Source: an optimization exercise on an open RTL-to-GDS flow (aim: a short achievable clock period and few clock cycles). Production flows keep margins and buffers that such runs may drop.
RTL that was checked went through simulation tests only; none was proved equivalent to the original.
Only the layout flow was run in runs 2 and 3; the RTL was not checked for function there.
Power is estimated from default activity; no workload was simulated.

**design/flow/design.v**
```verilog
`default_nettype none
package dcache_pkg;
    localparam int XLEN           = 32;                      
    localparam int WORDS_PER_LINE = 4;
    localparam int LINE_BITS      = XLEN * WORDS_PER_LINE;   
    localparam int N_WAYS         = 2;                       
    typedef logic [XLEN-1:0]                   word_t;      
    typedef logic [LINE_BITS-1:0]              line_t;      
    typedef logic [XLEN/8-1:0]                 byte_en_t;   
    typedef logic [$clog2(WORDS_PER_LINE)-1:0] offset_t;    
    typedef enum logic [2:0] {
        IDLE,          
        LOOKUP,        
        WRITE_BACK,    
        REFILL,        
        REFILL_DONE    
    } cache_state_t;
    typedef struct packed {
        logic     rw;        
        byte_en_t byte_en;
        word_t    addr;
        word_t    wdata;
    } cpu_req_t;
    typedef struct packed {
        logic  rw;           
        word_t addr;         
        line_t line;         
    } mem_req_t;
endpackage
`default_nettype wire
`timescale 1ns/1ps
`default_nettype none
module dcache (
    input  logic         clk_i,
    input  logic         rst_i,
    input  logic         p_strobe_i,
    input  logic         p_rw_i,
    input  logic [3:0]   p_byte_en_i,
    input  logic [31:0]  p_addr_i,
    input  logic [31:0]  p_wdata_i,
    output logic         p_ready_o,
    output logic [31:0]  p_rdata_o,
    output logic         m_strobe_o,
    output logic         m_rw_o,
    output logic [31:0]  m_addr_o,
    output logic [127:0] m_data_o,
    input  logic         m_ready_i,
    input  logic [127:0] m_data_i
);
    logic [7:0][127:0] line0_q, line1_q;
    logic [7:0][24:0]  tag0_q, tag1_q;
    logic [7:0]        val0_q, val1_q;
    logic [7:0]        dty0_q, dty1_q;            
    logic [127:0] fill_q;
    always_ff @(posedge clk_i)
        fill_q <= m_data_i;
    logic idle_q;                                 
    logic ready_q;
    logic mstb_q;
    logic mrw_q;
    logic        req_rw_q;
    logic [3:0]  req_be_q;
    logic [31:2] req_addr_q;
    logic [31:0] req_wdata_q;
    logic        umiss_q;                         
    logic        uslot_q;                         
    logic [7:0]   usel_q;                         
    logic [15:0]  umask_q;                        
    logic [127:0] wb_line_q;
    logic [24:0]  wb_tag_q;
    logic [2:0]   lk_idx;
    logic [1:0]   lk_off;
    logic [24:0]  lk_tag;
    logic [7:0]   match0, match1;
    logic         hit0, hit1, hit;
    logic         vdirty;
    logic [31:0]  word0, word1, hit_word;
    assign lk_idx = p_addr_i[6:4];
    assign lk_off = p_addr_i[3:2];
    assign lk_tag = p_addr_i[31:7];
    always_comb
    begin
        for (int s = 0; s < 8; s++)
        begin
            match0[s] = val0_q[s] && tag0_q[s] == lk_tag;
            match1[s] = val1_q[s] && tag1_q[s] == lk_tag;
        end
    end
    assign hit0     = match0[lk_idx];
    assign hit1     = match1[lk_idx];
    assign hit      = hit0 || hit1;
    assign vdirty   = dty1_q[lk_idx];
    assign word0    = line0_q[lk_idx][lk_off*32 +: 32];
    assign word1    = line1_q[lk_idx][lk_off*32 +: 32];
    assign hit_word = hit1 ? word1 : word0;
    always_ff @(posedge clk_i)
    begin
        if (rst_i)
        begin
            idle_q  <= 1'b1;
            ready_q <= 1'b0;
            mstb_q  <= 1'b0;
        end
        else
        begin
            idle_q  <= ready_q || (idle_q && !p_strobe_i);
            ready_q <= (idle_q && p_strobe_i && hit) || (mstb_q && !mrw_q && m_ready_i);
            if (idle_q)
                mstb_q <= p_strobe_i && !hit;
            else if (m_ready_i && !mrw_q)
                mstb_q <= 1'b0;                   
        end
    end
    always_ff @(posedge clk_i)
    begin
        if (idle_q && p_strobe_i)
        begin
            req_rw_q    <= p_rw_i;
            req_be_q    <= p_byte_en_i;
            req_addr_q  <= p_addr_i[31:2];
            req_wdata_q <= p_wdata_i;
            umiss_q     <= !hit;
            uslot_q     <= hit1;
            wb_line_q   <= line1_q[lk_idx];
            wb_tag_q    <= tag1_q[lk_idx];
            for (int s = 0; s < 8; s++)
                usel_q[s] <= lk_idx == 3'(s);
            for (int k = 0; k < 4; k++)
                for (int b = 0; b < 4; b++)
                    umask_q[k*4+b] <= p_rw_i && p_byte_en_i[b] && lk_off == 2'(k);
        end
    end
    always_ff @(posedge clk_i)
    begin
        if (idle_q)
        begin
            mrw_q          <= vdirty;
            m_addr_o[31:7] <= vdirty ? tag1_q[lk_idx] : lk_tag;
            m_addr_o[6:4]  <= lk_idx;
            m_data_o       <= line1_q[lk_idx];
        end
        else
        begin
            mrw_q          <= mrw_q && !m_ready_i;               
            m_addr_o[31:7] <= (mrw_q && !m_ready_i) ? wb_tag_q : req_addr_q[31:7];
            m_addr_o[6:4]  <= req_addr_q[6:4];
            m_data_o       <= wb_line_q;
        end
    end
    assign m_addr_o[3:0] = 4'h0;
    always_ff @(posedge clk_i)
    begin
        if (idle_q)
            p_rdata_o <= hit_word;
        else
            p_rdata_o <= m_data_i[req_addr_q[3:2]*32 +: 32];
    end
    assign p_ready_o  = ready_q;
    assign m_strobe_o = mstb_q;
    assign m_rw_o     = mrw_q;
    always_ff @(posedge clk_i)
    begin
        for (int s = 0; s < 8; s++)
            if (ready_q && usel_q[s])
            begin
                for (int i = 0; i < 16; i++)
                    if (umask_q[i])
                        line0_q[s][i*8 +: 8] <= req_wdata_q[(i%4)*8 +: 8];
                    else if (umiss_q)
                        line0_q[s][i*8 +: 8] <= fill_q[i*8 +: 8];
                    else if (uslot_q)
                        line0_q[s][i*8 +: 8] <= line1_q[s][i*8 +: 8];
                if (umiss_q || uslot_q)
                begin
                    line1_q[s] <= line0_q[s];
                    tag1_q[s]  <= tag0_q[s];
                    tag0_q[s]  <= umiss_q ? req_addr_q[31:7] : tag1_q[s];
                end
            end
    end
    always_ff @(posedge clk_i)
    begin
        if (rst_i)
        begin
            val0_q <= '0;
            val1_q <= '0;
            dty0_q <= '0;
            dty1_q <= '0;
        end
        else
        begin
            for (int s = 0; s < 8; s++)
                if (ready_q && usel_q[s])
                begin
                    val0_q[s] <= 1'b1;
                    dty0_q[s] <= req_rw_q || (!umiss_q && (uslot_q ? dty1_q[s] : dty0_q[s]));
                    if (umiss_q || uslot_q)
                    begin
                        val1_q[s] <= val0_q[s];
                        dty1_q[s] <= dty0_q[s];
                    end
                end
        end
    end
endmodule
`default_nettype wire
```
**design/flow/flow/run.sh**
```bash
#!/bin/bash
set -euo pipefail
MARGIN=$(cat flow/setup_margin.txt)
bash standard.sh SETUP_SLACK_MARGIN="$MARGIN" finish > standard_make.log 2>&1
```
**design/flow/flow/setup_margin.txt**
```
8.5
```
**design/flow/standard.sh**
```bash
#!/bin/bash
# synth_recipe.tcl (not shown) runs the flow's synth.tcl, then flattens the netlist and writes it again
# the make line also repeats each setting of config.mk as NAME=value (left out here)
make -C /OpenROAD-flow-scripts/flow DESIGN_CONFIG=/design/flow/config.mk WORK_HOME=/design/flow/orfs CLKGATE_MAP_FILE= SYNTH_SCRIPT=/design/flow/synth_recipe.tcl "${@:-finish}"
```
**design/flow/config.mk**
```make
export PLATFORM = sky130hd
export DESIGN_NAME = dcache
export DESIGN_NICKNAME = dcache
export VERILOG_FILES = /design/flow/design.v
export SDC_FILE = /design/flow/constraint.sdc
export NUM_CORES = 4
export LEC_CHECK = 0
export ABC_CLOCK_PERIOD_IN_PS = 2500
export CAP_MARGIN = 20
export CORE_MARGIN = 2
export CORE_UTILIZATION = 35
export PLACE_DENSITY = 0.45
export SLEW_MARGIN = 20
```
**design/flow/constraint.sdc**
```tcl
create_clock -name core_clock -period 12.0 [get_ports {clk_i}]
set_input_delay 2.4000 -clock core_clock [delete_from_list [all_inputs] [get_ports {clk_i}]]
set_output_delay 2.4000 -clock core_clock [all_outputs]
set_load 0.01 [all_outputs]
```
==> metrics.yaml, run 1 <==
postSynthCellCount: 8773
fillers: 33800
tritoncts: "built"
timing.final.max_slew_violations: 0
synth_area_leaders: "edfxtp_1 61%, mux4_2 12%, dfxtp_1 5.3%"
grt_pass1_wl_mm: 717
yosys_warnings: 2
grt_setup_unrepaired: "yes"
overflow: 0
cp.arrival_ns: 5.20
dp_hpwl_mm: 323
met2_length_mm: 248
vdd_drop_max_uv: 106
wl_per_cell_um: 36.0
place.gp.congestion: 0.888
period_share: 0.363
num_vias: 84100
hold_path_class: "reg2reg"
setup_viol: 0
nets: 9619
ys_types: 53
leakage_nw: 53.3
numCtsBuffers: 349
synth_seq_cells: 3042
rr_worst_depth: 8
top_layer: "met5"
gr-usage-all-layers: 0.271
slew_headroom: 0.221
io_buffer_count: 389
drc: 0
power.density_mw_per_mm2: 162
fin_area_mm2: 0.160
start_util: 0.351
grt_start_max_net_pins: 200
worst_pin_slew_ns: 1.17
synth-main-ff-cell: "edfxtp_1"
hold_viol_final: 0
drive_gt1_frac: 0.258
num_rows: 225
postCtsHoldBufs: 0
status: "complete, no violations"
cp-end-kind: "flop"
async_reset_ff_frac: 0
root_buffer: "clkbuf_16"
wirelength_mm: 530
syn_area_mm2: 0.132
dieArea_mm2: 0.382
finalSetupTns_ns: 0
clockBufferDepth: 4
path_class: "in2reg"
cp-start-kind: "input pin"
drv_cap: 0
finClkSkew_ns: 0.0341
core_area_mm2: 0.375
htreeDepth: 5
wl_met1_mm: 221
firstDrtPassIters: 7
fin_ws_ns: 7.65
post_dp_cell_area_mm2: 0.143
cp_max_fo: 6
ant_nets: 0
netlist.area_leader.share: 0.613
grt_pass1_vias: 83400
clk_latency_ns: 0.95
min_period_ns: 4.35
dp_slack_ns: 4.98
fmax_mhz: 230
cts_sinks: 3042
met3WireLength_mm: 41.4
area_growth_pct: 21.2
whs_path_depth: 0
ys_seq_area_frac: 0.666
synth_area_per_cell_um2: 15.0
drt_iter0_drc: 10800
synth_edf_count: 2690
cts.clk_slew.worst_paths_ns: 0.07
synth_top_cell_by_area: "edfxtp_1"
die_w_um: 618
vias_per_cell: 5.71
pin_count: 396
placed_cells: 13800
required_ns: 12.85
die_h_um: 618
antenna_found_initial: 22
final_cells: 14700
[stage by stage]
step | util | total power, W | hold slack, ns
global route | 0.426 | 0.0265 | 0.445
CTS | 0.424 | 0.0259 | 0.429
global placement | 0.379 | 0.0147 | 0.425
detailed placement | 0.380 | 0.0147 | 0.430
floorplan | - | 0.0136 | 0.421
finish | 0.426 | 0.0258 | 0.430
[final timing paths]
check	start	endpoint	slack, ns
setup reg to reg	ready_q	line1_q[397]	8.49
hold / removal	line0_q[277]	line1_q[277]	0.43
hold reg to reg	line0_q[277]	line1_q[277]	0.43
setup / recovery	p_addr_i[26]	p_rdata_o[11]	7.65
[layout by cell type, fill, tap and decap left out, types with 18 or more instances in the layout]
cell type	instances
dfxtp_2	120
buf_12	77
nor2_2	30
mux2_4	30
xor2_1	132
nor3_4	25
clkbuf_16	372
clkdlybuf4s50_1	168
xnor2_2	34
nor2_1	536
a21oi_2	29
o21ai_0	203
bufinv_16	27
mux4_2	686
nor4_1	23
inv_1	216
a211oi_1	25
nand2b_1	1027
dfxtp_4	38
clkbuf_8	34
xnor2_1	218
buf_6	212
o31ai_2	22
bufbuf_16	18
edfxtp_1	2690
clkinv_1	48
nor2b_1	155
nand2_1	88
buf_16	56
dfxtp_1	194
buf_4	298
nor4_2	19
mux2i_1	42
a21oi_1	1197
buf_2	39
mux2_2	126
nand4_1	70
clkbuf_1	89
clkinv_2	57
[worst max-delay path, stage by stage]
cell,delay (ns)
buf_6,0.10
buf_12,0.13
xnor2_4,0.21
nand4_1,0.27
or4_4,0.61
o32a_1,0.22
a211oi_4,0.29
buf_12,0.17
buf_16,0.16
buf_12,0.14
buf_16,0.20
nor3_4,0.05
o31ai_2,0.21
[cell families after synthesis]
logic type / Yosys count / synth area share
other cells: 1 / 0.0000284
buf+inv: 835 / 0.0269
mux: 893 / 0.134
simple gates: 2050 / 0.0840
xor+xnor: 399 / 0.0265
compound gates: 1553 / 0.0618
flops: 3042 / 0.666
[metal layers]
metal,global-route usage,vias up
met5,0,-
met4,0.0858,4
met3,0.0441,787
met2,0.435,4307
met1,0.377,44600
li1,-,34300
[cell usage after synthesis, drive strengths merged (8+ instances only)]
library cell  number
a211oi            27
a21oi           1234
buf              308
clkbuf           307
dfxtp            352
edfxtp          2690
inv              220
mux2             156
mux2i             51
mux4             686
nand2             99
nand2b          1029
nand3             16
nand4             70
nor2             577
nor2b            158
nor3              39
nor4              47
o21ai            231
o22a               8
o31ai             29
xnor2            258
xor2             141
[registers in the layout, indices dropped and copies added, names as in the netlist, 16 cells and up]
signal and cells:
p_rdata_o 32, tag1_q 200, req_addr_q 30, line0_q 1024, wb_tag_q 25, umask_q 16
m_addr_o 28, m_data_o 128, req_wdata_q 32, tag0_q 200, line1_q 1024, fill_q 128
wb_line_q 128
[cell type report]
type | count | area [um^2] | share of cell area
flip-flops and latches | 3042 | 88100 | 0.552
multi-input cells | 4901 | 42300 | 0.265
repair buffers | 903 | 10700 | 0.0667
clock buffers | 489 | 9970 | 0.0624
well taps | 4994 | 6250 | 0.0391
clock inverters | 156 | 1550 | 0.00969
inverters | 220 | 858 | 0.00537
diodes | 12 | 30.0 | 0.000188
repair inverters | 1 | 8.76 | 0.0000548
[power by group]
group          total [W]  switching (W)  internal [W]
registers         0.0121       0.000225        0.0119
clock network     0.0110        0.00460       0.00639
logic            0.00269        0.00160       0.00110
total             0.0258        0.00642        0.0194
[timing repair]
action | CTS | global route
resized for setup | 1549 | 140
hold endpoints to repair | 0 | 0
pin swaps | 118 | 28
setup buffers | 175 | 14
gates cloned | 43 | 4
setup endpoints to repair | 2212 | 657
Testbench counts, summed over its fixed seeds: cycles 140,813.
==> run 2, diff against run 1 <==
--- a/design/flow/design.v
+++ b/design/flow/design.v
@@ -64,3 +64,3 @@
     logic [31:0] req_wdata_q;
-    logic        umiss_q;                         
+    logic        first_q;                         
     logic        uslot_q;                         
@@ -100,2 +100,3 @@
             idle_q  <= 1'b1;
+            first_q <= 1'b0;
             ready_q <= 1'b0;
@@ -106,2 +107,3 @@
             idle_q  <= ready_q || (idle_q && !p_strobe_i);
+            first_q <= idle_q && p_strobe_i;
             ready_q <= (idle_q && p_strobe_i && hit) || (mstb_q && !mrw_q && m_ready_i);
@@ -121,3 +123,2 @@
             req_wdata_q <= p_wdata_i;
-            umiss_q     <= !hit;
             uslot_q     <= hit1;
@@ -160,2 +161,4 @@
     assign m_rw_o     = mrw_q;
+    logic umiss;
+    assign umiss = !first_q;
     always_ff @(posedge clk_i)
@@ -168,3 +171,3 @@
                         line0_q[s][i*8 +: 8] <= req_wdata_q[(i%4)*8 +: 8];
-                    else if (umiss_q)
+                    else if (umiss)
                         line0_q[s][i*8 +: 8] <= fill_q[i*8 +: 8];
@@ -172,3 +175,3 @@
                         line0_q[s][i*8 +: 8] <= line1_q[s][i*8 +: 8];
-                if (umiss_q || uslot_q)
+                if (umiss || uslot_q)
                 begin
@@ -176,3 +179,3 @@
                     tag1_q[s]  <= tag0_q[s];
-                    tag0_q[s]  <= umiss_q ? req_addr_q[31:7] : tag1_q[s];
+                    tag0_q[s]  <= umiss ? req_addr_q[31:7] : tag1_q[s];
                 end
@@ -195,4 +198,4 @@
                     val0_q[s] <= 1'b1;
-                    dty0_q[s] <= req_rw_q || (!umiss_q && (uslot_q ? dty1_q[s] : dty0_q[s]));
-                    if (umiss_q || uslot_q)
+                    dty0_q[s] <= req_rw_q || (!umiss && (uslot_q ? dty1_q[s] : dty0_q[s]));
+                    if (umiss || uslot_q)
                     begin
--- a/design/flow/config.mk
+++ b/design/flow/config.mk
@@ -10,4 +10,4 @@
 export CORE_MARGIN = 2
-export CORE_UTILIZATION = 35
-export PLACE_DENSITY = 0.45
+export CORE_UTILIZATION = 60
+export PLACE_DENSITY = 0.7
 export SLEW_MARGIN = 20
==> run 2 against run 1 <==
Still clean; final cell count decreased by 16%; sequential power hardly changed; power is 4.4% lower; register-to-register slack got worse by 0.18 ns; global-route usage is 14 points higher; clock skew is 0.013 ns higher; hold slack gained 0.0024 ns; critical path depth rose by 1; synthesized cell count is 0.48% lower; die area shrank 42%; critical path type unchanged; highest routed layer unchanged.
==> metrics.yaml, run 2 <==
cts.clk_slew.worst_paths_ns: 0.06  # was 0.07 ns
met3_usage: 0.125  # was 0.0441
nets: 9412  # was 9619
cp-end-kind: "flop"  # unchanged
ys_seq_area_frac: 0.677  # was 0.666
drc: 0  # unchanged
path_class: "in2reg"  # unchanged
die_h_um: 469  # was 618 um
overflow: 0  # unchanged
vias_per_cell: 6.98  # was 5.71
top_usage_layer: "met2"  # unchanged
combPwrFrac: 0.103  # was 0.104
grt_start_max_net_pins: 185  # was 200
holdCritStartpoint: "line0_q[748]"  # was line0_q[277]
grtUsageMet1: 0.546  # was 0.377
required_ns: 12.86  # was 12.85 ns
timing.final.max_slew_violations: 0  # unchanged
internal-power_w: 0.0187  # was 0.0194 W
seq_area_mm2: 0.0881  # about the same
fmax_mhz: 228  # was 230 MHz
netlist_top_cells_count: "2689 x edfxtp_1, 1483 x nand2_1, 1211 x a21oi_1, 566 x nor2_1, 544 x mux4_2"  # was 2690 x edfxtp_1, 1234 x a21oi_1, 1029 x nand2b_1, 686 x mux4_2, 577 x nor2_1
yosys_warnings: 2  # unchanged
wirelength_mm: 452  # was 530 mm
clock_power_share: 0.404  # was 0.426
mostFrequentLayoutCell: "edfxtp_1"  # unchanged
syn_area_mm2: 0.130  # was 0.132 mm^2
clockBufferDepth: 4  # unchanged
start_util: 0.604  # was 0.351
cp.arrival_ns: 5.25  # was 5.20 ns
postSynthCellCount: 8731  # was 8773
cp-start-kind: "input pin"  # unchanged
tritoncts: "built"  # unchanged
min_period_ns: 4.39  # was 4.35 ns
reg2reg_setup_slack_ns: 8.31  # was 8.49 ns
cts_sinks: 3042  # unchanged
cp_max_fo: 5  # was 6
synth_area_per_cell_um2: 14.9  # was 15.0 um^2
netlist.area_leader.share: 0.622  # was 0.613
grt_pass1_vias: 82800  # was 83400
ant_nets: 0  # unchanged
die_w_um: 469  # was 618 um
power.density_mw_per_mm2: 162  # about the same
num_rows: 170  # was 225
root_buffer: "clkbuf_16"  # unchanged
async_reset_ff_frac: 0  # unchanged
numCtsBuffers: 323  # was 349
post_dp_cell_area_mm2: 0.136  # was 0.143 mm^2
synth_edf_count: 2689  # was 2690
fin_area_mm2: 0.152  # was 0.160 mm^2
finalSetupTns_ns: 0  # unchanged
leakage_nw: 50.7  # was 53.3 nW
fillers: 13800  # was 33800
area_growth_pct: 17.3  # was 21.2%
hold_viol_final: 0  # unchanged
dieArea_mm2: 0.220  # was 0.382 mm^2
worst_pin_slew_ns: 1.31  # was 1.17 ns
crit_buf_inv: 7  # was 6
top_regs: "line0_q (1024), line1_q (1024)"  # unchanged
synth.most_common_cell: "edfxtp_1"  # unchanged
crit_path_start: "p_addr_i[29]"  # was p_addr_i[26]
seq_power_share: 0.493  # was 0.470
rr_startpoint: "first_q"  # was ready_q
synth_seq_cells: 3042  # unchanged
period_share: 0.365  # was 0.363
antenna_found_initial: 24  # was 22
dp_hpwl_mm: 255  # was 323 mm
io_buffer_count: 389  # unchanged
status: "complete, no violations"  # unchanged
cp_slowest_stage_delay_ns: 0.30  # was 0.61 ns
clk_latency_ns: 0.96  # was 0.95 ns
slew_headroom: 0.126  # was 0.221
htreeDepth: 5  # unchanged
drv_cap: 0  # unchanged
place.gp.congestion: 0.971  # was 0.888
core_area_mm2: 0.215  # was 0.375 mm^2
synth_top_cell_by_area: "edfxtp_1"  # unchanged
use_met2: 0.590  # was 0.435
firstDrtPassIters: 8  # was 7
setup_viol: 0  # unchanged
num_vias: 85900  # was 84100
crit_path_cell_trace: "buf_8 -> bufbuf_16 -> buf_4 -> xnor2_4 -> nand4_1 -> nor3_2 -> a22oi_2 -> a211oi_4 -> buf_6 -> buf_12 -> or2_4 -> buf_12 -> buf_16 -> a311o_1"  # was buf_6 -> buf_12 -> xnor2_4 -> nand4_1 -> or4_4 -> o32a_1 -> a211oi_4 -> buf_12 -> buf_16 -> buf_12 -> buf_16 -> nor3_4 -> o31ai_2
finClkSkew_ns: 0.0476  # was 0.0341 ns
grt_setup_unrepaired: "yes"  # unchanged
ys_types: 51  # was 53
synth-main-ff-cell: "edfxtp_1"  # unchanged
path_common_cell: "buf_12"  # unchanged
gr-usage-all-layers: 0.408  # was 0.271
power.switching_w: 0.00595  # was 0.00642 W
cp_slowest_cell: "a211oi_4"  # was or4_4
hold_path_class: "reg2reg"  # unchanged
switching_share: 0.241  # was 0.249
pin_count: 396  # unchanged
grt_pass1_wl_mm: 624  # was 717 mm
drt_iter0_drc: 14800  # was 10800
synth_area_leaders: "edfxtp_1 62%, mux4_2 9.4%, dfxtp_1 5.4%"  # was edfxtp_1 61%, mux4_2 12%, dfxtp_1 5.3%
drive_gt1_frac: 0.245  # was 0.258
cpLargestDelayFamily: "buffers and inverters"  # was simple AND/OR/NAND/NOR gates
vdd_drop_max_uv: 165  # was 106 uV
multi_input_area_mm2: 0.0405  # was 0.0423 mm^2
total_power_w: 0.0247  # was 0.0258 W
layout_common_cells: "2689 x edfxtp_1, 1476 x nand2_1, 1204 x a21oi_1"  # was 2690 x edfxtp_1, 1197 x a21oi_1, 1027 x nand2b_1
wl_per_cell_um: 36.8  # was 36.0 um
run 2: cell types whose count changed after synthesis, sizes merged, moves of 29 or more:
cell | previous run | this run
a311o | 1 | 31
and2 | 4 | 34
inv | 220 | 3
nand2 | 99 | 1483
nand2b | 1029 | 6
o21ai | 231 | 26
o31ai | 29 | 0
run 2: through the flow:
step                       util  setup slack, ns  std cells  hold WS (ns)
after floorplan               -             5.56       8734         0.421
after global placement    0.632             4.33      11500         0.423
after detailed placement  0.632             4.30      11500         0.430
after CTS                 0.703             7.84      12300         0.434
after global routing      0.708             7.64      12300         0.444
final                     0.708             7.61      12300         0.433
run 2: path summary, 6_finish.rpt:
kind,to,cells after the start
worst min register to register,line1_q[748],0
worst max register to register,line1_q[18],6
worst max-delay path,p_rdata_o[2],14
worst min-delay path,line1_q[748],0
run 2: power by group through the flow:
stage	combinational (W)	sequential (W)	clock [W]
2_1_floorplan	0.00132	0.0123	0
3_3_place_gp	0.00217	0.0123	0
6_report	0.00255	0.0122	0.00996
4_1_cts	0.00243	0.0121	0.00996
5_1_grt	0.00264	0.0122	0.0103
3_5_place_dp	0.00220	0.0123	0
run 2: repair_timing:
item,in CTS,in global routing
resized for setup,1440,171
hold endpoints to repair,0,0
cloned,64,3
buffers inserted,154,27
hold buffers,0,0
pin swaps,80,43
endpoints found under the setup margin,1661,893
run 2: metal layers:
layer  wire length, um  vias to the layer above
met2            196000                     7899
met3             68000                     1501
met5               146                        -
met4             34800                        6
met1            153000                    42600
li1                  -                    33900
run 2: worst reg2reg max path, cell delays in order (launching register included):
cell and delay, ns:
dfxtp_4 0.83, inv_12 0.40, nor2_4 0.25, buf_4 0.56, nor2_4 0.05, buf_4 0.32
buf_12 0.29
run 2: kinds of logic (layout without fill, tap and decap cells):
family	after synthesis	after routing	synth area share
multiplexers	905	905	0.143
AND/OR/NAND/NOR	2438	2441	0.0778
AO/OA/AOI/OAI	1318	1318	0.0531
other	1	11	0.0000289
flip-flops	3042	3042	0.677
buffers and inverters	627	1342	0.0226
XOR/XNOR	400	400	0.0270
run 2: area by class of cell:
cell class | instances | area share
Inverter | 3 | 0.000230
Sequential cell | 3042 | 0.579
Antenna cell | 7 | 0.000115
Clock inverter | 115 | 0.00668
Timing Repair Buffer | 773 | 0.0642
Tap cell | 2838 | 0.0233
Multi-Input combinational cell | 5068 | 0.266
Clock buffer | 451 | 0.0609
==> run 3, diff against run 2 <==
--- a/design/flow/design.v
+++ b/design/flow/design.v
@@ -32,2 +32,128 @@
 `default_nettype none
+module tag_match (
+    input  logic [24:0]       tag_i,
+    input  logic [2:0]        idx_i,
+    input  logic [7:0][24:0]  tag0_i,
+    input  logic [7:0][24:0]  tag1_i,
+    input  logic [7:0]        val0_i,
+    input  logic [7:0]        val1_i,
+    output logic [1:0]        hit0_o,
+    output logic [1:0]        hit1_o
+);
+    logic [7:0]      sel;
+    logic [7:0]      miss0_n, miss1_n;            
+    set_decode u_dec (
+        .idx_i (idx_i),
+        .sel_o (sel)
+    );
+    for (genvar s = 0; s < 8; s++)
+    begin : g_set
+        tag_eq u_eq0 (
+            .a_i   (tag_i),
+            .b_i   (tag0_i[s]),
+            .en_i  ({val0_i[s], sel[s]}),
+            .ne_o  (miss0_n[s])
+        );
+        tag_eq u_eq1 (
+            .a_i   (tag_i),
+            .b_i   (tag1_i[s]),
+            .en_i  ({val1_i[s], sel[s]}),
+            .ne_o  (miss1_n[s])
+        );
+    end
+    nand4_bank #(.N(4)) u_or (
+        .a_i ({miss1_n, miss0_n}),
+        .y_o ({hit1_o, hit0_o})
+    );
+endmodule
+module set_decode (
+    input  logic [2:0] idx_i,
+    output logic [7:0] sel_o
+);
+    always_comb
+        for (int s = 0; s < 8; s++)
+            sel_o[s] = idx_i == 3'(s);
+endmodule
+module tag_eq (
+    input  logic [24:0] a_i,
+    input  logic [24:0] b_i,
+    input  logic [1:0]  en_i,
+    output logic        ne_o
+);
+    logic [26:0] same;
+    logic [8:0]  part_n;
+    logic [2:0]  part;
+    xnor_bank #(.N(25)) u_x (
+        .a_i (a_i),
+        .b_i (b_i),
+        .y_o (same[24:0])
+    );
+    assign same[26:25] = en_i;
+    nand3_bank #(.N(9)) u_l1 (
+        .a_i (same),
+        .y_o (part_n)
+    );
+    nor3_bank #(.N(3)) u_l2 (
+        .a_i (part_n),
+        .y_o (part)
+    );
+    nand3_bank #(.N(1)) u_l3 (
+        .a_i (part),
+        .y_o (ne_o)
+    );
+endmodule
+module xnor_bank #(
+    parameter int N = 1
+) (
+    input  logic [N-1:0] a_i,
+    input  logic [N-1:0] b_i,
+    output logic [N-1:0] y_o
+);
+    assign y_o = ~(a_i ^ b_i);
+endmodule
+module nand3_bank #(
+    parameter int N = 1
+) (
+    input  logic [3*N-1:0] a_i,
+    output logic [N-1:0]   y_o
+);
+    always_comb
+        for (int j = 0; j < N; j++)
+            y_o[j] = ~&a_i[3*j +: 3];
+endmodule
+module nor3_bank #(
+    parameter int N = 1
+) (
+    input  logic [3*N-1:0] a_i,
+    output logic [N-1:0]   y_o
+);
+    always_comb
+        for (int j = 0; j < N; j++)
+            y_o[j] = ~|a_i[3*j +: 3];
+endmodule
+module nand4_bank #(
+    parameter int N = 1
+) (
+    input  logic [4*N-1:0] a_i,
+    output logic [N-1:0]   y_o
+);
+    always_comb
+        for (int j = 0; j < N; j++)
+            y_o[j] = ~&a_i[4*j +: 4];
+endmodule
+`default_nettype wire
+`timescale 1ns/1ps
+`default_nettype none
+module word_pick (
+    input  logic        lookup_i,
+    input  logic [1:0]  hit1_i,
+    input  logic [31:0] word1_i,
+    input  logic [31:0] other_i,
+    output logic [31:0] word_o
+);
+    assign word_o = (lookup_i && |hit1_i) ? word1_i : other_i;
+endmodule
+`default_nettype wire
+`timescale 1ns/1ps
+`default_nettype none
 module dcache (
@@ -73,6 +199,5 @@
     logic [24:0]  lk_tag;
-    logic [7:0]   match0, match1;
     logic         hit0, hit1, hit;
     logic         vdirty;
-    logic [31:0]  word0, word1, hit_word;
+    logic [31:0]  word0, word1;
     assign lk_idx = p_addr_i[6:4];
@@ -80,12 +205,25 @@
     assign lk_tag = p_addr_i[31:7];
-    always_comb
-    begin
-        for (int s = 0; s < 8; s++)
-        begin
-            match0[s] = val0_q[s] && tag0_q[s] == lk_tag;
-            match1[s] = val1_q[s] && tag1_q[s] == lk_tag;
-        end
-    end
-    assign hit0     = match0[lk_idx];
-    assign hit1     = match1[lk_idx];
+    logic [1:0]  hit0_h, hit1_h;                 
+    logic [31:0] rd_other;
+    logic [31:0] rd_word;
+    tag_match u_match (
+        .tag_i  (lk_tag),
+        .idx_i  (lk_idx),
+        .tag0_i (tag0_q),
+        .tag1_i (tag1_q),
+        .val0_i (val0_q),
+        .val1_i (val1_q),
+        .hit0_o (hit0_h),
+        .hit1_o (hit1_h)
+    );
+    assign rd_other = idle_q ? word0 : m_data_i[req_addr_q[3:2]*32 +: 32];
+    word_pick u_pick (
+        .lookup_i (idle_q),
+        .hit1_i   (hit1_h),
+        .word1_i  (word1),
+        .other_i  (rd_other),
+        .word_o   (rd_word)
+    );
+    assign hit0     = |hit0_h;
+    assign hit1     = |hit1_h;
     assign hit      = hit0 || hit1;
@@ -94,3 +232,2 @@
     assign word1    = line1_q[lk_idx][lk_off*32 +: 32];
-    assign hit_word = hit1 ? word1 : word0;
     always_ff @(posedge clk_i)
@@ -152,8 +289,3 @@
     always_ff @(posedge clk_i)
-    begin
-        if (idle_q)
-            p_rdata_o <= hit_word;
-        else
-            p_rdata_o <= m_data_i[req_addr_q[3:2]*32 +: 32];
-    end
+        p_rdata_o <= rd_word;
     assign p_ready_o  = ready_q;
--- a/design/flow/config.mk
+++ b/design/flow/config.mk
@@ -7,3 +7,3 @@
 export LEC_CHECK = 0
-export ABC_CLOCK_PERIOD_IN_PS = 2500
+export ABC_CLOCK_PERIOD_IN_PS = 300
 export CAP_MARGIN = 20
@@ -13 +13,2 @@
 export SLEW_MARGIN = 20
+export SYNTH_HIERARCHICAL = 1
==> run 3 against run 2 <==
Synthesized cell count rose by 6.2%; largest cell class unchanged; power is 1.6% lower; via count rose by 4.6%; utilization increased by 0.68 points; highest routed layer unchanged; hold slack got worse by 0.0073 ns; critical path type is now reg2out; largest power group unchanged.
==> metrics.yaml, run 3 <==
status: "complete, no violations"  # unchanged
combPwrFrac: 0.097  # was 0.103
finalSetupTns_ns: 0  # unchanged
place.gp.congestion: 0.927  # was 0.971
crit_cells: 1  # was 14
ant_nets: 0  # unchanged
setup_viol: 0  # unchanged
synth.most_common_cell: "edfxtp_1"  # unchanged
cpLargestDelayFamily: "flip-flops"  # was buffers and inverters
power.density_mw_per_mm2: 158  # was 162 mW/mm^2
area_growth_pct: 18.6  # was 17.3%
drive_gt1_frac: 0.208  # was 0.245
cp.arrival_ns: 1.56  # was 5.25 ns
overflow: 0  # unchanged
cp_max_fo: 1  # was 5
r2r-end: "line1_q[893]"  # was line1_q[18]
vdd_drop_max_uv: 167  # was 165 uV
antenna_found_initial: 41  # was 24
min_period_ns: 3.96  # was 4.39 ns
worst_pin_slew_ns: 1.30  # was 1.31 ns
switching_share: 0.238  # was 0.241
dieArea_mm2: 0.219  # was 0.220 mm^2
power.switching_w: 0.00579  # was 0.00595 W
fillers: 13900  # was 13800
top_regs: "line0_q (1024), line1_q (1024)"  # unchanged
internal-power_w: 0.0185  # was 0.0187 W
num_rows: 170  # unchanged
crit_buf_inv: 1  # was 7
postSynthCellCount: 9272  # was 8731
drc: 0  # unchanged
cts_sinks: 3042  # unchanged
ys_seq_area_frac: 0.679  # was 0.677
grtUsageMet1: 0.561  # was 0.546
leakage_nw: 52.4  # was 50.7 nW
grt_setup_unrepaired: "yes"  # unchanged
tritoncts: "built"  # unchanged
die_h_um: 468  # was 469 um
cp-endpoint: "m_data_o[115]"  # was p_rdata_o[2]
netlist.area_leader.share: 0.625  # was 0.622
clockBufferDepth: 4  # unchanged
required_ns: 9.60  # was 12.86 ns
clock_power_share: 0.411  # was 0.404
whs_ns: 0.425  # was 0.433 ns
dp_hpwl_mm: 268  # was 255 mm
clk_latency_ns: 0.99  # was 0.96 ns
layout_common_cells: "2689 x edfxtp_1, 1502 x nand2_1, 1248 x a21oi_1"  # was 2689 x edfxtp_1, 1476 x nand2_1, 1204 x a21oi_1
fin_area_mm2: 0.153  # was 0.152 mm^2
crit_path_start: "m_data_o[115]"  # was p_addr_i[29]
cts.clk_slew.worst_paths_ns: 0.06  # about the same
top_usage_layer: "met2"  # unchanged
root_buffer: "clkbuf_16"  # unchanged
hold_viol_final: 0  # unchanged
pin_count: 396  # unchanged
numCtsBuffers: 322  # was 323
htreeDepth: 5  # unchanged
cp_slowest_cell: "dfxtp_4"  # was a211oi_4
yosys_warnings: 13  # was 2
fin_ws_ns: 8.04  # was 7.61 ns
dp_slack_ns: 4.87  # was 4.30 ns
gr-usage-all-layers: 0.422  # was 0.408
core_area_mm2: 0.214  # was 0.215 mm^2
drt_iter0_drc: 15400  # was 14800
utilization: 0.715  # was 0.708
use_met2: 0.585  # was 0.590
slew_headroom: 0.136  # was 0.126
wl_per_cell_um: 36.5  # was 36.8 um
reg2reg_setup_slack_ns: 8.46  # was 8.31 ns
timing.final.max_slew_violations: 0  # unchanged
finClkSkew_ns: 0.0710  # was 0.0476 ns
synth_top_cell_by_area: "edfxtp_1"  # unchanged
hold_path_class: "reg2reg"  # unchanged
syn_area_mm2: 0.129  # was 0.130 mm^2
seq_power_share: 0.492  # was 0.493
met3_usage: 0.175  # was 0.125
num_vias: 89800  # was 85900
synth_seq_cells: 3042  # unchanged
multi_input_area_mm2: 0.0406  # was 0.0405 mm^2
die_w_um: 468  # was 469 um
synth_area_per_cell_um2: 13.9  # was 14.9 um^2
async_reset_ff_frac: 0  # unchanged
seq_area_mm2: 0.0882  # was 0.0881 mm^2
synth_edf_count: 2689  # unchanged
vias_per_cell: 6.94  # was 6.98
mostFrequentLayoutCell: "edfxtp_1"  # unchanged
ys_types: 38  # was 51
rr_startpoint: "first_q"  # unchanged
post_dp_cell_area_mm2: 0.136  # about the same
io_buffer_count: 389  # unchanged
nets: 10000  # was 9412
wirelength_mm: 472  # was 452 mm
path_class: "reg2out"  # was in2reg
crit_path_cell_trace: "buf_6"  # was buf_8 -> bufbuf_16 -> buf_4 -> xnor2_4 -> nand4_1 -> nor3_2 -> a22oi_2 -> a211oi_4 -> buf_6 -> buf_12 -> or2_4 -> buf_12 -> buf_16 -> a311o_1
cp_slowest_stage_delay_ns: 0.47  # was 0.30 ns
fmax_mhz: 252  # was 228 MHz
grt_start_max_net_pins: 164  # was 185
drv_cap: 0  # unchanged
grt_pass1_wl_mm: 644  # was 624 mm
rr_worst_depth: 6  # unchanged
synth-main-ff-cell: "edfxtp_1"  # unchanged
netlist_top_cells_count: "2689 x edfxtp_1, 1513 x nand2_1, 1249 x a21oi_1, 571 x nor2_1, 538 x mux2i_1"  # was 2689 x edfxtp_1, 1483 x nand2_1, 1211 x a21oi_1, 566 x nor2_1, 544 x mux4_2
firstDrtPassIters: 6  # was 8
synth_area_leaders: "edfxtp_1 62%, mux4_2 6.5%, dfxtp_1 5.5%"  # was edfxtp_1 62%, mux4_2 9.4%, dfxtp_1 5.4%
grt_pass1_vias: 85500  # was 82800
cp-start-kind: "flop"  # was input pin
start_util: 0.603  # was 0.604
cp-end-kind: "primary output"  # was flop
period_share: 0.330  # was 0.365
-- run 3: cells by family after synthesis --
| group | Yosys count | share of synthesized area |
|---|---|---|
| xor+xnor | 400 | 0.0271 |
| mux | 1098 | 0.123 |
| buf+inv | 617 | 0.0201 |
| flops | 3042 | 0.679 |
| compound gates | 1654 | 0.0721 |
| other cells | 1 | 0.0000290 |
| simple gates | 2460 | 0.0786 |
-- run 3: repair_timing --
item | CTS | global route
gates cloned | 80 | 10
hold buffers | 0 | 0
resized for setup | 1622 | 186
pin swaps | 60 | 36
setup endpoints to repair | 2101 | 655
buffers inserted | 102 | 51
-- run 3: layer usage --
metal | vias up | part of all wire | routed length, um
met5 | - | 0.00063 | 299
met4 | 30 | 0.071 | 33700
met3 | 1579 | 0.17 | 81300
met2 | 8239 | 0.42 | 198000
met1 | 44100 | 0.34 | 159000
li1 | 35800 | - | -
-- run 3: cell type report --
cell class / count / area share
Clock inverter: 105 / 0.00739
Sequential cell: 3042 / 0.575
Tap cell: 2838 / 0.0232
Multi-Input combinational cell: 5619 / 0.264
Clock buffer: 462 / 0.0596
Antenna cell: 27 / 0.000441
Timing Repair Buffer: 840 / 0.0698
Inverter: 5 / 0.000245
-- run 3: power groups by stage --
stage               Combinational (W)  Sequential, W  Clock (W)
floorplan                     0.00113         0.0121          0
global placement              0.00191         0.0121          0
detailed placement            0.00195         0.0121          0
CTS                           0.00220         0.0119    0.00996
global route                  0.00242         0.0119     0.0104
finish                        0.00236         0.0120    0.00998
-- run 3: worst min-delay path by stage --
stage / from / to / slack, ns / depth (start not counted)
floorplan: line0_q[0] / line1_q[0] / 0.43 / 0
global placement: line0_q[868] / line1_q[868] / 0.43 / 0
detailed placement: line0_q[544] / line1_q[544] / 0.43 / 0
CTS: line0_q[921] / line1_q[921] / 0.41 / 0
global route: line0_q[921] / line1_q[921] / 0.43 / 0
finish: line0_q[921] / line1_q[921] / 0.43 / 0
-- run 3: worst register-to-register path: cells and delay by family (launching register included) --
family | cells | cell delay [ns]
buffers and inverters | 4 | 2.40
DFF | 1 | 0.50
and+or+nand+nor | 2 | 0.23
-- run 3: Yosys stat by module, one instance, submodules excluded, a selection --
module / area (um^2) / copies in the design
word_pick: 410 / 1
dcache: 124000 / 1
set_decode: 65.1 / 1
-- run 3: metrics by stage --
step	std cells	total power, W
after global routing	12900	0.0248
after CTS	12800	0.0241
after floorplan	9275	0.0132
final	12900	0.0243
after global placement	12100	0.0140
after detailed placement	12100	0.0141
==> run 4, diff against run 3 <==
--- a/design/flow/design.v
+++ b/design/flow/design.v
@@ -156,2 +156,80 @@
 `default_nettype wire
+`default_nettype none
+module word_sel (
+    input  logic [4:0]         addr_i,            
+    input  logic [7:0][127:0]  line0_i,
+    input  logic [7:0][127:0]  line1_i,
+    output logic [31:0]        word0_o,
+    output logic [31:0]        word1_o
+);
+    logic [31:0] sel;
+    word_decode u_dec (
+        .addr_i (addr_i),
+        .sel_o  (sel)
+    );
+    for (genvar b = 0; b < 32; b++)
+    begin : g_bit
+        logic [31:0] d0, d1;
+        for (genvar i = 0; i < 32; i++)
+        begin : g_word
+            assign d0[i] = line0_i[i/4][(i%4)*32 + b];
+            assign d1[i] = line1_i[i/4][(i%4)*32 + b];
+        end
+        or32_sel u_or0 (.sel_i (sel), .d_i (d0), .y_o (word0_o[b]));
+        or32_sel u_or1 (.sel_i (sel), .d_i (d1), .y_o (word1_o[b]));
+    end
+endmodule
+module word_decode (
+    input  logic [4:0]  addr_i,
+    output logic [31:0] sel_o
+);
+    always_comb
+        for (int i = 0; i < 32; i++)
+            sel_o[i] = addr_i == 5'(i);
+endmodule
+module or32_sel (
+    input  logic [31:0] sel_i,
+    input  logic [31:0] d_i,
+    output logic        y_o
+);
+    logic [15:0] pair_n;
+    logic [3:0]  quad;
+    logic [1:0]  half_n;
+    ao22_bank #(.N(16)) u_l1 (.sel_i (sel_i), .d_i (d_i), .y_o (pair_n));
+    nand4_bank #(.N(4)) u_l2 (.a_i (pair_n), .y_o (quad));
+    nor2_bank  #(.N(2)) u_l3 (.a_i (quad), .y_o (half_n));
+    nand2_bank #(.N(1)) u_l4 (.a_i (half_n), .y_o (y_o));
+endmodule
+module ao22_bank #(
+    parameter int N = 1
+) (
+    input  logic [2*N-1:0] sel_i,
+    input  logic [2*N-1:0] d_i,
+    output logic [N-1:0]   y_o
+);
+    always_comb
+        for (int j = 0; j < N; j++)
+            y_o[j] = ~((sel_i[2*j] & d_i[2*j]) | (sel_i[2*j+1] & d_i[2*j+1]));
+endmodule
+module nor2_bank #(
+    parameter int N = 1
+) (
+    input  logic [2*N-1:0] a_i,
+    output logic [N-1:0]   y_o
+);
+    always_comb
+        for (int j = 0; j < N; j++)
+            y_o[j] = ~|a_i[2*j +: 2];
+endmodule
+module nand2_bank #(
+    parameter int N = 1
+) (
+    input  logic [2*N-1:0] a_i,
+    output logic [N-1:0]   y_o
+);
+    always_comb
+        for (int j = 0; j < N; j++)
+            y_o[j] = ~&a_i[2*j +: 2];
+endmodule
+`default_nettype wire
 `timescale 1ns/1ps
@@ -230,4 +308,9 @@
     assign vdirty   = dty1_q[lk_idx];
-    assign word0    = line0_q[lk_idx][lk_off*32 +: 32];
-    assign word1    = line1_q[lk_idx][lk_off*32 +: 32];
+    word_sel u_words (
+        .addr_i  (p_addr_i[6:2]),
+        .line0_i (line0_q),
+        .line1_i (line1_q),
+        .word0_o (word0),
+        .word1_o (word1)
+    );
     always_ff @(posedge clk_i)
==> run 4 against run 3 <==
Critical endpoint is now m_data_o[23]; clock skew increased by 0.015 ns; highest routed layer unchanged; sequential power barely moved; critical path depth stayed put; global-route usage is 2.2 points higher.
==> metrics.yaml, run 4 <==
status: "complete, no violations"  # unchanged
synth_area_leaders: "edfxtp_1 60%, a22oi_2 9.4%, mux4_2 5.6%"  # was edfxtp_1 62%, mux4_2 6.5%, dfxtp_1 5.5%
vdd_drop_max_uv: 195  # was 167 uV
gr-usage-all-layers: 0.444  # was 0.422
clock_power_share: 0.420  # was 0.411
synth.most_common_cell: "edfxtp_1"  # unchanged
root_buffer: "clkbuf_16"  # unchanged
tritoncts: "built"  # unchanged
async_reset_ff_frac: 0  # unchanged
crit_buf_inv: 1  # unchanged
grt_setup_unrepaired: "yes"  # unchanged
required_ns: 9.60  # about the same
hold_viol_final: 0  # unchanged
timing.final.max_slew_violations: 0  # unchanged
worst_pin_slew_ns: 1.36  # was 1.30 ns
dieArea_mm2: 0.230  # was 0.219 mm^2
drive_gt1_frac: 0.290  # was 0.208
finalSetupTns_ns: 0  # unchanged
die_h_um: 479  # was 468 um
syn_area_mm2: 0.136  # was 0.129 mm^2
cp-end-kind: "primary output"  # unchanged
clk_latency_ns: 1.02  # was 0.99 ns
grt_pass1_vias: 95800  # was 85500
power.switching_w: 0.00581  # was 0.00579 W
numCtsBuffers: 326  # was 322
place.gp.congestion: 0.947  # was 0.927
cp.arrival_ns: 1.60  # was 1.56 ns
crit_cells: 1  # unchanged
firstDrtPassIters: 8  # was 6
yosys_warnings: 17  # was 13
r2r-end: "line1_q[578]"  # was line1_q[893]
mostFrequentLayoutCell: "edfxtp_1"  # unchanged
synth_edf_count: 2689  # unchanged
nets: 10700  # was 10000
utilization: 0.718  # was 0.715
layout_common_cells: "2689 x edfxtp_1, 1681 x nand2_1, 1210 x a21oi_1"  # was 2689 x edfxtp_1, 1502 x nand2_1, 1248 x a21oi_1
synth_area_per_cell_um2: 13.8  # was 13.9 um^2
seq_area_mm2: 0.0880  # was 0.0882 mm^2
grt_start_max_net_pins: 149  # was 164
cts_sinks: 3042  # unchanged
cp_max_fo: 1  # unchanged
synth-main-ff-cell: "edfxtp_1"  # unchanged
leakage_nw: 51.8  # was 52.4 nW
multi_input_area_mm2: 0.0473  # was 0.0406 mm^2
whs_ns: 0.432  # was 0.425 ns
slew_headroom: 0.0905  # was 0.136
vias_per_cell: 7.32  # was 6.94
reg2reg_setup_slack_ns: 8.48  # was 8.46 ns
clockBufferDepth: 4  # unchanged
start_util: 0.604  # was 0.603
internal-power_w: 0.0185  # about the same
die_w_um: 479  # was 468 um
setup_viol: 0  # unchanged
ys_seq_area_frac: 0.647  # was 0.679
placed_cells: 12900  # was 12100
overflow: 0  # unchanged
total_power_w: 0.0243  # about the same
netlist_top_cells_count: "2689 x edfxtp_1, 1688 x nand2_1, 1210 x a21oi_1, 1024 x a22oi_2, 716 x nor2_1"  # was 2689 x edfxtp_1, 1513 x nand2_1, 1249 x a21oi_1, 571 x nor2_1, 538 x mux2i_1
top_regs: "line0_q (1024), line1_q (1024)"  # unchanged
core_area_mm2: 0.225  # was 0.214 mm^2
num_rows: 174  # was 170
drt_iter0_drc: 18900  # was 15400
drv_cap: 0  # unchanged
cp_slowest_cell: "dfxtp_4"  # unchanged
period_share: 0.333  # was 0.330
cp_slowest_stage_delay_ns: 0.45  # was 0.47 ns
seq_power_share: 0.490  # was 0.492
cp-start-kind: "flop"  # unchanged
holdPathEnd: "line1_q[70]"  # was line1_q[921]
hold_path_class: "reg2reg"  # unchanged
netlist.area_leader.share: 0.595  # was 0.625
switching_share: 0.239  # was 0.238
grt_pass1_wl_mm: 714  # was 644 mm
path_class: "reg2out"  # unchanged
num_vias: 101000  # was 89800
min_period_ns: 4.00  # was 3.96 ns
synth_top_cell_by_area: "edfxtp_1"  # unchanged
holdCritStartpoint: "line0_q[70]"  # was line0_q[921]
power.density_mw_per_mm2: 151  # was 158 mW/mm^2
htreeDepth: 5  # unchanged
synth_seq_cells: 3042  # unchanged
crit_path_cell_trace: "buf_6"  # unchanged
fillers: 14800  # was 13900
cts.clk_slew.worst_paths_ns: 0.06  # about the same
pin_count: 396  # unchanged
wl_per_cell_um: 39.0  # was 36.5 um
wirelength_mm: 538  # was 472 mm
finClkSkew_ns: 0.0859  # was 0.0710 ns
ys_types: 42  # was 38
whs_path_depth: 0  # unchanged
postSynthCellCount: 9815  # was 9272
postCtsHoldBufs: 0  # unchanged
rr_worst_depth: 4  # was 6
io_buffer_count: 389  # unchanged
combPwrFrac: 0.090  # was 0.097
area_growth_pct: 19.0  # was 18.6%
antenna_found_initial: 16  # was 41
rr_startpoint: "uslot_q"  # was first_q
fmax_mhz: 250  # was 252 MHz
final_cells: 13800  # was 12900
dp_hpwl_mm: 286  # was 268 mm
cpLargestDelayFamily: "flip-flops"  # unchanged
ant_nets: 0  # unchanged
drc: 0  # unchanged
## run 4: worst max-delay path by stage
stage	slack, ns	endpoint	startpoint
global placement	5.44	p_rdata_o[14]	p_addr_i[4]
global route	7.99	m_data_o[23]	m_data_o[23]
CTS	8.04	m_data_o[23]	m_data_o[23]
detailed placement	5.44	p_rdata_o[14]	p_addr_i[4]
floorplan	5.55	req_addr_q[10]	p_strobe_i
finish	8.00	m_data_o[23]	m_data_o[23]
## run 4: metrics by stage
| stage | instance area [um^2] | setup slack (ns) |
|---|---|---|
| after CTS | 159000 | 8.04 |
| after detailed placement | 144000 | 5.44 |
| after floorplan | 137000 | 5.55 |
| final | 161000 | 8.00 |
| after global placement | 144000 | 5.44 |
| after global routing | 161000 | 7.99 |
## run 4: power groups by stage
stage	registers, W	logic [W]	clock network, W
floorplan	0.0121	0.00108	0
global placement	0.0121	0.00187	0
detailed placement	0.0121	0.00190	0
CTS	0.0119	0.00200	0.0101
global route	0.0119	0.00226	0.0106
finish	0.0119	0.00220	0.0102
## run 4: Yosys stat by module, one instance, submodules excluded, a selection
| module | flip-flops and latches | area [um^2] | cells inside |
|---|---|---|---|
| set_decode | 0 | 65.1 | 8 |
| word_decode | 0 | 221 | 47 |
| dcache | 3042 | 115000 | 7640 |
| word_pick | 0 | 410 | 36 |
## run 4: cell type report
| class | instances | share of cell area |
|---|---|---|
| inverter | 6 | 0.000271 |
| timing repair buffer | 874 | 0.0719 |
| multi-input combinational | 6291 | 0.293 |
| clock buffer | 467 | 0.0590 |
| sequential | 3042 | 0.545 |
| clock inverter | 115 | 0.00667 |
| tap | 2992 | 0.0232 |
| antenna | 20 | 0.000310 |
## run 4: logic make-up after synthesis
kind of cell	count (synthesis)	synth area share
AND/OR/NAND/NOR	3059	0.0968
flip-flops	3042	0.647
AO/OA/AOI/OAI	2298	0.143
multiplexers	530	0.0721
buffers and inverters	485	0.0152
XOR/XNOR	400	0.0258
other	1	0.0000276
## run 4: routing by layer
| layer | share of wire | GRT usage |
|---|---|---|
| met5 | 0.00044 | 0.00891 |
| met4 | 0.092 | 0.324 |
| met3 | 0.17 | 0.159 |
| met2 | 0.42 | 0.634 |
| met1 | 0.32 | 0.560 |
## run 4: what timing repair did
item | 4_1_cts | 5_1_grt
setup buffers | 93 | 71
pin swaps | 98 | 113
endpoints found under the hold margin | 0 | 0
endpoints found under the setup margin | 1230 | 741
gates cloned | 69 | 30
gates resized for setup | 1517 | 248
Testbench counts of run 4, summed over its fixed seeds: cycles 140,813.
==> run 5, diff against run 4 <==
--- a/design/flow/config.mk
+++ b/design/flow/config.mk
@@ -7,3 +7,2 @@
 export LEC_CHECK = 0
-export ABC_CLOCK_PERIOD_IN_PS = 300
 export CAP_MARGIN = 20
@@ -11,2 +10,4 @@
 export CORE_UTILIZATION = 60
+export CTS_CLUSTER_DIAMETER = 80
+export CTS_CLUSTER_SIZE = 20
 export PLACE_DENSITY = 0.7
==> run 5 against run 4 <==
Via count fell by 1.5%; sequential cell count stayed put; clock power down 37%; die area did not move; non-clock buffer count rose by 5; register-to-register slack lost 0.02 ns; largest cell class unchanged; global-route usage about the same; still clean; sequential share of layout area up 1.9 points; critical path type is now in2reg; sequential power is essentially flat; utilization down 2.4 points.
==> metrics.yaml, run 5 <==
power.density_mw_per_mm2: 132  # was 151 mW/mm^2
crit_cells: 13  # was 1
drt_iter0_drc: 18400  # was 18900
fmax_mhz: 255  # was 250 MHz
drc: 0  # unchanged
synth_edf_count: 2689  # unchanged
finClkSkew_ns: 0.0332  # was 0.0859 ns
synth_seq_cells: 3042  # unchanged
grt_start_max_net_pins: 149  # unchanged
die_h_um: 479  # unchanged
synth_area_leaders: "edfxtp_1 60%, a22oi_2 9.4%, mux4_2 5.6%"  # unchanged
top_usage_layer: "met2"  # unchanged
crit_path_cell_trace: "buf_16 -> buf_12 -> nand3b_1 -> buf_4 -> nor2_4 -> buf_12 -> a22oi_2 -> nand4_1 -> nor2_1 -> nand2_1 -> nand2_1 -> nand2_1 -> mux2_4"  # was buf_6
io_buffer_count: 389  # unchanged
clk_latency_ns: 0.90  # was 1.02 ns
clockBufferDepth: 3  # was 4
setup_viol: 0  # unchanged
finalSetupTns_ns: 0  # unchanged
cpLargestDelayFamily: "simple AND/OR/NAND/NOR gates"  # was flip-flops
whs_path_depth: 0  # unchanged
yosys_warnings: 17  # unchanged
drv_cap: 0  # unchanged
cp.arrival_ns: 4.69  # was 1.60 ns
synth_top_family_by_area: "compound AO/OA/AOI/OAI gates"  # unchanged
antenna_found_initial: 11  # was 16
place.gp.congestion: 0.947  # unchanged
nets: 10600  # was 10700
synth-main-ff-cell: "edfxtp_1"  # unchanged
tritoncts: "built"  # unchanged
wirelength_mm: 532  # was 538 mm
async_reset_ff_frac: 0  # unchanged
layout_common_cells: "2689 x edfxtp_1, 1682 x nand2_1, 1209 x a21oi_1"  # was 2689 x edfxtp_1, 1681 x nand2_1, 1210 x a21oi_1
hold_path_class: "reg2reg"  # unchanged
dp_hpwl_mm: 286  # unchanged
cp_slowest_stage_delay_ns: 0.33  # was 0.45 ns
synth_fa_ha_area_frac: 0  # unchanged
rr_worst_depth: 5  # was 4
root_buffer: "clkbuf_16"  # unchanged
synth_area_per_cell_um2: 13.8  # unchanged
grtUsageMet1: 0.564  # was 0.560
die_w_um: 479  # unchanged
num_vias: 99500  # was 101000
seq_area_mm2: 0.0880  # about the same
grt_pass1_wl_mm: 711  # was 714 mm
fin_ws_ns: 8.08  # was 8.00 ns
synth_top_cell_by_area: "edfxtp_1"  # unchanged
synthMuxAreaShare: 0.0721  # unchanged
numCtsBuffers: 173  # was 326
synth_compound_area_frac: 0.143  # unchanged
top_regs: "line0_q (1024), line1_q (1024)"  # unchanged
met3_usage: 0.158  # was 0.159
cts_sinks: 3042  # unchanged
area_growth_pct: 15.0  # was 19.0%
vias_per_cell: 7.35  # was 7.32
ys_types: 42  # unchanged
cp_slowest_cell: "a22oi_2"  # was dfxtp_4
utilization: 0.694  # was 0.718
synth_xor_area_frac: 0.0258  # unchanged
grt_pass1_vias: 94300  # was 95800
synth.most_common_cell: "edfxtp_1"  # unchanged
postCtsHoldBufs: 0  # unchanged
netlist_top_cells_count: "2689 x edfxtp_1, 1688 x nand2_1, 1210 x a21oi_1, 1024 x a22oi_2, 716 x nor2_1"  # unchanged
multi_input_area_mm2: 0.0473  # about the same
drive_gt1_frac: 0.272  # was 0.290
firstDrtPassIters: 7  # was 8
ys_seq_area_frac: 0.647  # unchanged
wl_per_cell_um: 39.3  # was 39.0 um
placed_cells: 12900  # unchanged
hold_viol_final: 0  # unchanged
syn_area_mm2: 0.136  # unchanged
core_area_mm2: 0.225  # unchanged
ant_nets: 0  # unchanged
leakage_nw: 49.1  # was 51.8 nW
crit_buf_inv: 4  # was 1
path_common_cell: "nand2_1"
status: "complete, no violations"  # unchanged
cts.clk_slew.worst_paths_ns: 0.09  # was 0.06 ns
path_class: "in2reg"  # was reg2out
vdd_drop_max_uv: 133  # was 195 uV
worst_pin_slew_ns: 1.39  # was 1.36 ns
start_util: 0.604  # unchanged
postSynthCellCount: 9815  # unchanged
final_cells: 13500  # was 13800
fillers: 15400  # was 14800
min_period_ns: 3.92  # was 4.00 ns
num_rows: 174  # unchanged
cp_max_fo: 38  # was 1
gr-usage-all-layers: 0.444  # about the same
pin_count: 396  # unchanged
dieArea_mm2: 0.230  # unchanged
cp-start-kind: "input pin"  # was flop
cp-end-kind: "flop"  # was primary output
period_share: 0.326  # was 0.333
overflow: 0  # unchanged
timing.final.max_slew_violations: 0  # unchanged
htreeDepth: 4  # was 5
mostFrequentLayoutCell: "edfxtp_1"  # unchanged
synthSimpleGateAreaFrac: 0.0968  # unchanged
total_power_w: 0.0205  # was 0.0243 W
netlist.area_leader.share: 0.595  # unchanged
grt_setup_unrepaired: "yes"  # unchanged
dp_slack_ns: 5.44  # unchanged
slew_headroom: 0.0693  # was 0.0905
use_met2: 0.632  # was 0.634
required_ns: 12.77  # was 9.60 ns
[run 5: per-stage QoR]
step | cell area [um^2] | hold WS (ns)
2_1_floorplan | 137000 | 0.442
3_3_place_gp | 144000 | 0.446
3_5_place_dp | 144000 | 0.450
4_1_cts | 154000 | 0.457
5_1_grt | 156000 | 0.475
6_report | 156000 | 0.459
[run 5: cell type report]
class                           instances  area share
Multi-Input combinational cell       6291       0.303
Antenna cell                           10    0.000160
Sequential cell                      3042       0.564
Timing Repair Buffer                  879      0.0747
Clock inverter                         15    0.000906
Clock buffer                          305      0.0323
Inverter                                6    0.000281
Tap cell                             2992      0.0240
[run 5: cells by family after synthesis]
logic type,after synthesis
flops,3042
other cells,1
buf+inv,485
mux,530
xor+xnor,400
compound gates,2298
simple gates,3059
[run 5: worst paths after layout]
check                    start             to  slack [ns]
hold reg to reg   line0_q[629]   line1_q[629]        0.46
hold / removal    line0_q[629]   line1_q[629]        0.46
setup reg to reg       uslot_q   line1_q[493]        8.46
setup / recovery   p_addr_i[5]  p_rdata_o[14]        8.08
[run 5: per-layer routing]
layer | up-vias | wire length, um
li1 | 38600 | -
met1 | 48900 | 170000
met2 | 9627 | 222000
met3 | 2404 | 87700
met4 | 6 | 50900
met5 | - | 148
[run 5: per-module statistics from Yosys, one instance, submodules excluded, excerpt]
module | copies in the design | cells | flops+latches | cell area, um^2
dcache | 1 | 7640 | 3042 | 115000
word_pick | 1 | 36 | 0 | 410
word_decode | 1 | 47 | 0 | 221
set_decode | 1 | 8 | 0 | 65.1
[run 5: timing repair]
item,in CTS,in global routing
pin swaps,117,101
cloned,77,28
resized for setup,1525,231
setup endpoints to repair,1287,767
buffers inserted,126,39
[run 5: where the power goes]
group          leakage, nW  internal (W)  total (W)  switching, W
sequential            27.3        0.0117     0.0119      0.000150
clock                 2.47       0.00288    0.00646       0.00358
combinational         19.3      0.000836    0.00219       0.00135
total                 49.1        0.0155     0.0205       0.00508

-- what the ideal ports hide --
No port has a modelled driver above. Below, the same layouts with a new extraction and two added sets of constraints. Step 1: set_driving_cell puts a clkbuf_16 on clk_i and a buf_2 on each other input, an assumption about the parent block. Step 2, shift: input delay + t, output delay - t, t = (earliest + latest rising clock arrival at the registers) / 2. This alone moves slack from input paths to output paths. a / b / c = no drivers / after step 1 / after step 2; a / b = the first two.
run | t (ns) | setup slack, ns | worst setup path at the end | slew at the worst register clock pin (ns)
run 1 | 1.043 | 7.646 / 7.709 / 6.666 | input to register | 0.08 / 0.08
run 2 | 1.032 | 7.614 / 7.656 / 6.623 | input to register | 0.07 / 0.07
run 3 | 1.042 | 8.039 / 7.787 / 6.746 | input to register | 0.07 / 0.07
run 4 | 1.075 | 8.003 / 7.901 / 6.880 | input to register | 0.07 / 0.07
run 5 | 0.987 | 8.084 / 7.903 / 6.916 | input to register | 0.10 / 0.10
After both steps setup and hold are still met in every run listed. The setup slack of run 3, which loses most, moves by -0.252 ns with the drivers and by -1.293 ns with both steps.
